What follows belongs to an exercise in optimizing a design on an open flow for small area, a short achievable clock period and few clock cycles; a production flow would make more cautious choices. At most, simulation tests tie the RTL to the original design; equivalence was not proved.

## oak
// edge_midpoint_subdivider
module edge_midpoint_subdivider (
  input  wire logic                      clk_i,
  input  wire logic                      rst_ni,
  input  wire logic                      cfg_we_i,
  input  wire logic [DELTA_W-1:0]        cfg_wdata_i,
  input  wire logic                      edge_valid_i,
  output logic                           edge_ready_o,
  input  wire logic signed [COORD_W-1:0] edge_start_x_i,
  input  wire logic signed [COORD_W-1:0] edge_start_y_i,
  input  wire logic signed [COORD_W-1:0] edge_end_x_i,
  input  wire logic signed [COORD_W-1:0] edge_end_y_i,
  output logic                           point_valid_o,
  input  wire logic                      point_ready_i,
  output logic signed [POINT_W-1:0]      point_x_o,
  output logic signed [POINT_W-1:0]      point_y_o,
  output logic                           point_last_o,
  output logic                           point_capped_o
);
Settings: LEC_CHECK=0, CAP_MARGIN=20, CORE_MARGIN=2, CORE_UTILIZATION=40, PLACE_DENSITY=0.6, SETUP_SLACK_MARGIN=5, SLEW_MARGIN=20; clock period 9.0 ns.
run.sh (not shown) runs the stock make flow with config.mk's settings and CLKGATE_MAP_FILE= SYNTH_SCRIPT=/design/flow/synth_recipe.tcl, a recipe that flattens the netlist after the stock synthesis.
--- input diff oak..pine ---
--- a/flow/design.v
+++ b/flow/design.v
@@ -577,23 +577,28 @@
     if (!rst_ni) begin
       delta_q <= DELTA_RESET;
     end else if (cfg_we_i) begin
       delta_q <= cfg_wdata_i;
     end
   end
   logic a_v, b_v, b_ph, c_v, c_lp, e_v;
-  logic a_mv, b_load, b_mv, c_done, c_hand, e_free, fire;
+  logic a_mv, b_load, b_mv, c_done, c_hand, fire;
   logic fit;
   logic [DEPTH_W-1:0] c_k;
   logic e_last;
-  assign fire   = e_v & point_ready_i;
-  assign e_free = ~e_v | (e_last & point_ready_i);
-  assign c_done = fit | (c_k == DEPTH_W'(MAX_DEPTH));
-  assign c_hand = c_v & ~c_lp & c_done & e_free;
-  assign b_mv   = b_v & b_ph & (~c_v | (c_v & ~c_lp & c_done & ~e_v));
+  logic c_ok, c_hand0, c_hand1, b_mv0, b_mv1;
+  assign fire    = e_v & point_ready_i;
+  assign c_done  = fit | (c_k == DEPTH_W'(MAX_DEPTH));
+  assign c_ok    = c_v & ~c_lp & c_done;
+  assign c_hand0 = c_ok & ~e_v;              
+  assign c_hand1 = c_ok & e_v & e_last;      
+  assign c_hand  = c_hand0 | (c_hand1 & point_ready_i);
+  assign b_mv0   = b_v & b_ph & (~c_v | c_hand0);
+  assign b_mv1   = b_v & b_ph & c_hand1;
+  assign b_mv    = b_mv0 | (b_mv1 & point_ready_i);
   assign b_load = ~b_v | b_mv;
   assign a_mv   = a_v & b_load;
   assign edge_ready_o = ~a_v;
   always_ff @(posedge clk_i or negedge rst_ni) begin
     if (!rst_ni) begin
       a_v  <= 1'b0;
       b_v  <= 1'b0;
Notes after the runs:
Higher share of cell area taken by multi-input logic gates among pine and oak: pine. In pine, the number of resized instances in the post-cts repair step came out 7 above the value in oak. pine: count of unique library cells instantiated by Yosys higher than oak. Looking at pine and oak, the sequential share of layout area is a wash. Status: core area parity (oak, pine). Summary: with oak as the reference, synthesized net count in pine moved down slightly. Status: final area parity (pine, oak). pine went all the way through the flow, and no timing, DRC or antenna check failed. In the route summary, pine ends up with a via count below that of oak. Combined buffer and inverter count along the critical path for pine: 1 down relative to oak. Between oak and pine, the post-detailed-route via-to-cell ratio figures differ only marginally. From oak to pine the numbers moved as follows: clock-buffer cell count -8.5%. Status: die area parity (pine, oak). pine ends up with a minimum clock period that is 0.080 ns higher than in oak.
Testbench counts of pine, summed over its fixed seeds: cycles 16,976.
No functional check of the RTL was part of oak.


Another version of the RTL of edge_midpoint_subdivider (not shown whole).
For scale: about 2,400 cells after synthesis, about 480 flip-flops, roughly 150 I/O pins.
==> module edge_midpoint_subdivider, before the edit <==
module edge_midpoint_subdivider (
  input  wire logic                      clk_i,
  input  wire logic                      rst_ni,
  input  wire logic                      cfg_we_i,
  input  wire logic [DELTA_W-1:0]        cfg_wdata_i,
  input  wire logic                      edge_valid_i,
  output logic                           edge_ready_o,
  input  wire logic signed [COORD_W-1:0] edge_start_x_i,
  input  wire logic signed [COORD_W-1:0] edge_start_y_i,
  input  wire logic signed [COORD_W-1:0] edge_end_x_i,
  input  wire logic signed [COORD_W-1:0] edge_end_y_i,
  output logic                           point_valid_o,
  input  wire logic                      point_ready_i,
  output logic signed [POINT_W-1:0]      point_x_o,
  output logic signed [POINT_W-1:0]      point_y_o,
  output logic                           point_last_o,
  output logic                           point_capped_o
);
  logic [DELTA_W-1:0] delta_q;
  always_ff @(posedge clk_i or negedge rst_ni) begin
    if (!rst_ni) begin
      delta_q <= DELTA_RESET;
    end else if (cfg_we_i) begin
      delta_q <= cfg_wdata_i;
    end
  end
  logic a_v, b_v, b_ph, c_v, c_lp, e_v;
  logic a_mv, b_load, b_mv, c_done, c_hand, e_free, fire;
  logic fit;
  logic [DEPTH_W-1:0] c_k;
  logic e_last;
  assign fire   = e_v & point_ready_i;
  assign e_free = ~e_v | (e_last & point_ready_i);
  assign c_done = fit | (c_k == DEPTH_W'(MAX_DEPTH));
  assign c_hand = c_v & ~c_lp & c_done & e_free;
  assign b_mv   = b_v & b_ph & (~c_v | c_hand);
  assign b_load = ~b_v | b_mv;
  assign a_mv   = a_v & b_load;
  assign edge_ready_o = ~a_v;
  always_ff @(posedge clk_i or negedge rst_ni) begin
    if (!rst_ni) begin
      a_v  <= 1'b0;
      b_v  <= 1'b0;
      b_ph <= 1'b0;
      c_v  <= 1'b0;
      c_lp <= 1'b0;
      e_v  <= 1'b0;
    end else begin
      a_v <= a_v ? ~a_mv : edge_valid_i;
      if (b_load) begin
        b_v  <= a_v;
        b_ph <= 1'b0;
      end else if (b_v) begin
        b_ph <= 1'b1;
      end
      if (b_mv) begin
        c_v <= 1'b1;
      end else if (c_hand) begin
        c_v <= 1'b0;
      end
      c_lp <= b_mv;
      if (c_hand) begin
        e_v <= 1'b1;
      end else if (fire & e_last) begin
        e_v <= 1'b0;
      end
    end
  end
  logic signed [COORD_W-1:0] a_sx, a_sy, a_ex, a_ey;
  always_ff @(posedge clk_i) begin
    if (!a_v) begin
      a_sx <= edge_start_x_i;
      a_sy <= edge_start_y_i;
      a_ex <= edge_end_x_i;
      a_ey <= edge_end_y_i;
    end
  end
  logic signed [DIFF_W-1:0] a_dx, a_dy;
  logic [COORD_W-1:0]       b_ux, b_uy;    
  logic                     b_gx, b_gy;    
  logic signed [COORD_W-1:0] b_sx, b_sy;
  assign a_dx = DIFF_W'(a_ex) - DIFF_W'(a_sx);
  assign a_dy = DIFF_W'(a_ey) - DIFF_W'(a_sy);
  always_ff @(posedge clk_i) begin
    if (b_load) begin
      b_sx <= a_sx;
      b_sy <= a_sy;
      b_ux <= a_dx[COORD_W-1:0] ^ {COORD_W{a_dx[DIFF_W-1]}};
      b_uy <= a_dy[COORD_W-1:0] ^ {COORD_W{a_dy[DIFF_W-1]}};
      b_gx <= a_dx[DIFF_W-1];
      b_gy <= a_dy[DIFF_W-1];
    end else if (!b_ph) begin
      b_ux <= b_uy;
      b_uy <= b_ux;
      b_gx <= b_gy;
      b_gy <= b_gx;
    end
  end
  logic [SQ_W-1:0] sq_s, sq_c, s1_q, c1_q;
  logic            q_x;
  ems_sq_tree u_sq (
    .u   (b_ux),
    .g   (b_gx),
    .s_o (sq_s),
    .c_o (sq_c)
  );
  always_ff @(posedge clk_i) begin
    s1_q <= sq_s;
    c1_q <= sq_c;
  end
  always_ff @(posedge clk_i or negedge rst_ni) begin
    if (!rst_ni) begin
      q_x <= 1'b0;
    end else begin
      q_x <= b_v & ~b_ph & ~b_load;
    end
  end
  logic [SQ_W-1:0]  acc_q;
  logic [SQ_W-1:0]  r3_s, r3_c;
  logic [SUM_W-1:0] sum2;
  assign r3_s = acc_q ^ s1_q ^ c1_q;
  assign r3_c = (acc_q & s1_q) | (acc_q & c1_q) | (s1_q & c1_q);
  assign sum2 = SUM_W'(r3_s) + {r3_c, 1'b0};
  always_ff @(posedge clk_i) begin
    if (q_x) begin
      acc_q <= sum2[SQ_W-1:0];
    end else if (c_lp || !b_v) begin
      acc_q <= '0;
    end
  end
  logic signed [COORD_W-1:0] c_sx, c_sy;
  logic signed [STEP_W-1:0]  c_stx, c_sty;
  logic [SUM_W-1:0]          c_l;
  logic                      c_st;
  logic signed [DIFF_W-1:0]  b_dx, b_dy;
  assign b_dx = {b_gy, b_uy ^ {COORD_W{b_gy}}};
  assign b_dy = {b_gx, b_ux ^ {COORD_W{b_gx}}};
  assign fit = ({{(DELTA_W - SUM_W){1'b0}}, c_l, c_st} <= {delta_q, 1'b0});
  always_ff @(posedge clk_i) begin
    if (b_mv) begin
      c_sx  <= b_sx;
      c_sy  <= b_sy;
      c_stx <= {b_dx, {EXTRA_FRAC{1'b0}}};
      c_sty <= {b_dy, {EXTRA_FRAC{1'b0}}};
    end else if (c_v && !c_lp && !c_done) begin
      c_stx <= c_stx >>> 1;
      c_sty <= c_sty >>> 1;
    end
  end
  always_ff @(posedge clk_i or negedge rst_ni) begin
    if (!rst_ni) begin
      c_k <= '0;
    end else if (b_mv) begin
      c_k <= '0;
    end else if (c_v && !c_lp && !c_done) begin
      c_k <= c_k + DEPTH_W'(1);
    end
  end
  always_ff @(posedge clk_i) begin
    if (c_lp) begin
      c_l  <= sum2;
      c_st <= 1'b0;
    end else if (c_v && !c_done) begin
      c_l  <= c_l >> 2;
      c_st <= c_st | c_l[1] | c_l[0];
    end
  end
  logic signed [POINT_W-1:0] px_q, py_q, stx_q, sty_q;
  logic signed [POINT_W-1:0] nstx, nsty, npx, npy;
  logic [REM_W-1:0]          rem_q;
  logic                      cap_q;
  assign nstx = c_stx[POINT_W-1:0];
  assign nsty = c_sty[POINT_W-1:0];
  assign npx  = {c_sx, {EXTRA_FRAC{1'b0}}} + nstx;
  assign npy  = {c_sy, {EXTRA_FRAC{1'b0}}} + nsty;
  always_ff @(posedge clk_i) begin
    if (c_hand) begin
      px_q  <= npx;
      py_q  <= npy;
      stx_q <= nstx;
      sty_q <= nsty;
      rem_q <= REM_W'((1 << c_k) - 1);
      cap_q <= ~fit;
    end else if (fire) begin
      px_q  <= px_q + stx_q;
      py_q  <= py_q + sty_q;
      rem_q <= rem_q - REM_W'(1);
    end
  end
  always_ff @(posedge clk_i or negedge rst_ni) begin
    if (!rst_ni) begin
      e_last <= 1'b0;
    end else if (c_hand) begin
      e_last <= (c_k == '0);
    end else if (fire) begin
      e_last <= (rem_q == REM_W'(1));
    end
  end
  assign point_valid_o  = e_v;
  assign point_x_o      = px_q;
  assign point_y_o      = py_q;
  assign point_last_o   = e_last;
  assign point_capped_o = cap_q;
endmodule
Settings: LEC_CHECK=0, CAP_MARGIN=20, CORE_MARGIN=2, CORE_UTILIZATION=40, PLACE_DENSITY=0.6, SETUP_SLACK_MARGIN=5, SLEW_MARGIN=20; clock period 9.0 ns.
Rerun with:
--- a/flow/design.v
+++ b/flow/design.v
@@ -519,20 +519,15 @@
     end else begin
       q_x <= b_v & ~b_ph & ~b_load;
     end
   end
   logic [SQ_W-1:0]  acc_q;
-  logic [SQ_W-1:0]  r3_s, r3_c;
   logic [SUM_W-1:0] sum2;
-  assign r3_s = acc_q ^ s1_q ^ c1_q;
-  assign r3_c = (acc_q & s1_q) | (acc_q & c1_q) | (s1_q & c1_q);
-  assign sum2 = SUM_W'(r3_s) + {r3_c, 1'b0};
+  assign sum2 = SUM_W'(c_lp ? acc_q : '0) + SUM_W'(s1_q) + SUM_W'(c1_q);
   always_ff @(posedge clk_i) begin
     if (q_x) begin
       acc_q <= sum2[SQ_W-1:0];
-    end else if (c_lp || !b_v) begin
-      acc_q <= '0;
     end
   end
   logic signed [COORD_W-1:0] c_sx, c_sy;
   logic signed [STEP_W-1:0]  c_stx, c_sty;
   logic [SUM_W-1:0]          c_l;
=> Core utilization falls by 0.25 points; via count hardly moves; non-clock buffer count rose by 16; area after synthesis came out higher by 0.54%; cell count is about the same; setup slack gets worse by 0.091 ns.
Testbench counts after the change, summed over its fixed seeds: cycles 16,976.
Function not checked in the first run of this note: the RTL went through the layout flow alone.

afterwards: timing with drivers on the ports:
The flow's constraints put no driver on any port. The routed layouts listed below were extracted and timed again, unchanged, in two steps. Step 1 (the two cells are an assumption about what drives the block):
set clk [get_ports {clk_i}]
set_driving_cell -lib_cell sky130_fd_sc_hd__clkbuf_16 $clk
set_driving_cell -lib_cell sky130_fd_sc_hd__buf_2 [delete_from_list [all_inputs] $clk]
Step 2 moves the port delays by t, midway between the first and last clock arrival at a register: inputs arrive t later, outputs are due t later. That takes back most of the time a late clock gives input paths. Slacks: no drivers / after step 1 / after step 2; pairs: no drivers / after step 1.
| run | t, ns | setup slack, ns | hold WS [ns] | worst setup path at the end |
|---|---|---|---|---|
| oak | 0.660 | 5.243 / 5.243 / 4.866 | 0.421 / 0.421 / 0.421 | input to register |
| pine | 0.662 | 5.163 / 5.163 / 4.754 | 0.419 / 0.419 / 0.419 | input to register |
| the first run of note 2 | 0.652 | 5.196 / 5.196 / 4.695 | 0.418 / 0.418 / 0.418 | input to register |
| the second run of note 2 | 0.670 | 5.104 / 5.136 / 4.466 | 0.418 / 0.418 / 0.418 | input to register |
After both steps setup and hold are still met in every run listed. For the second run of note 2, which loses most, drivers alone change the setup slack by +0.032 ns; drivers and shift together by -0.638 ns.
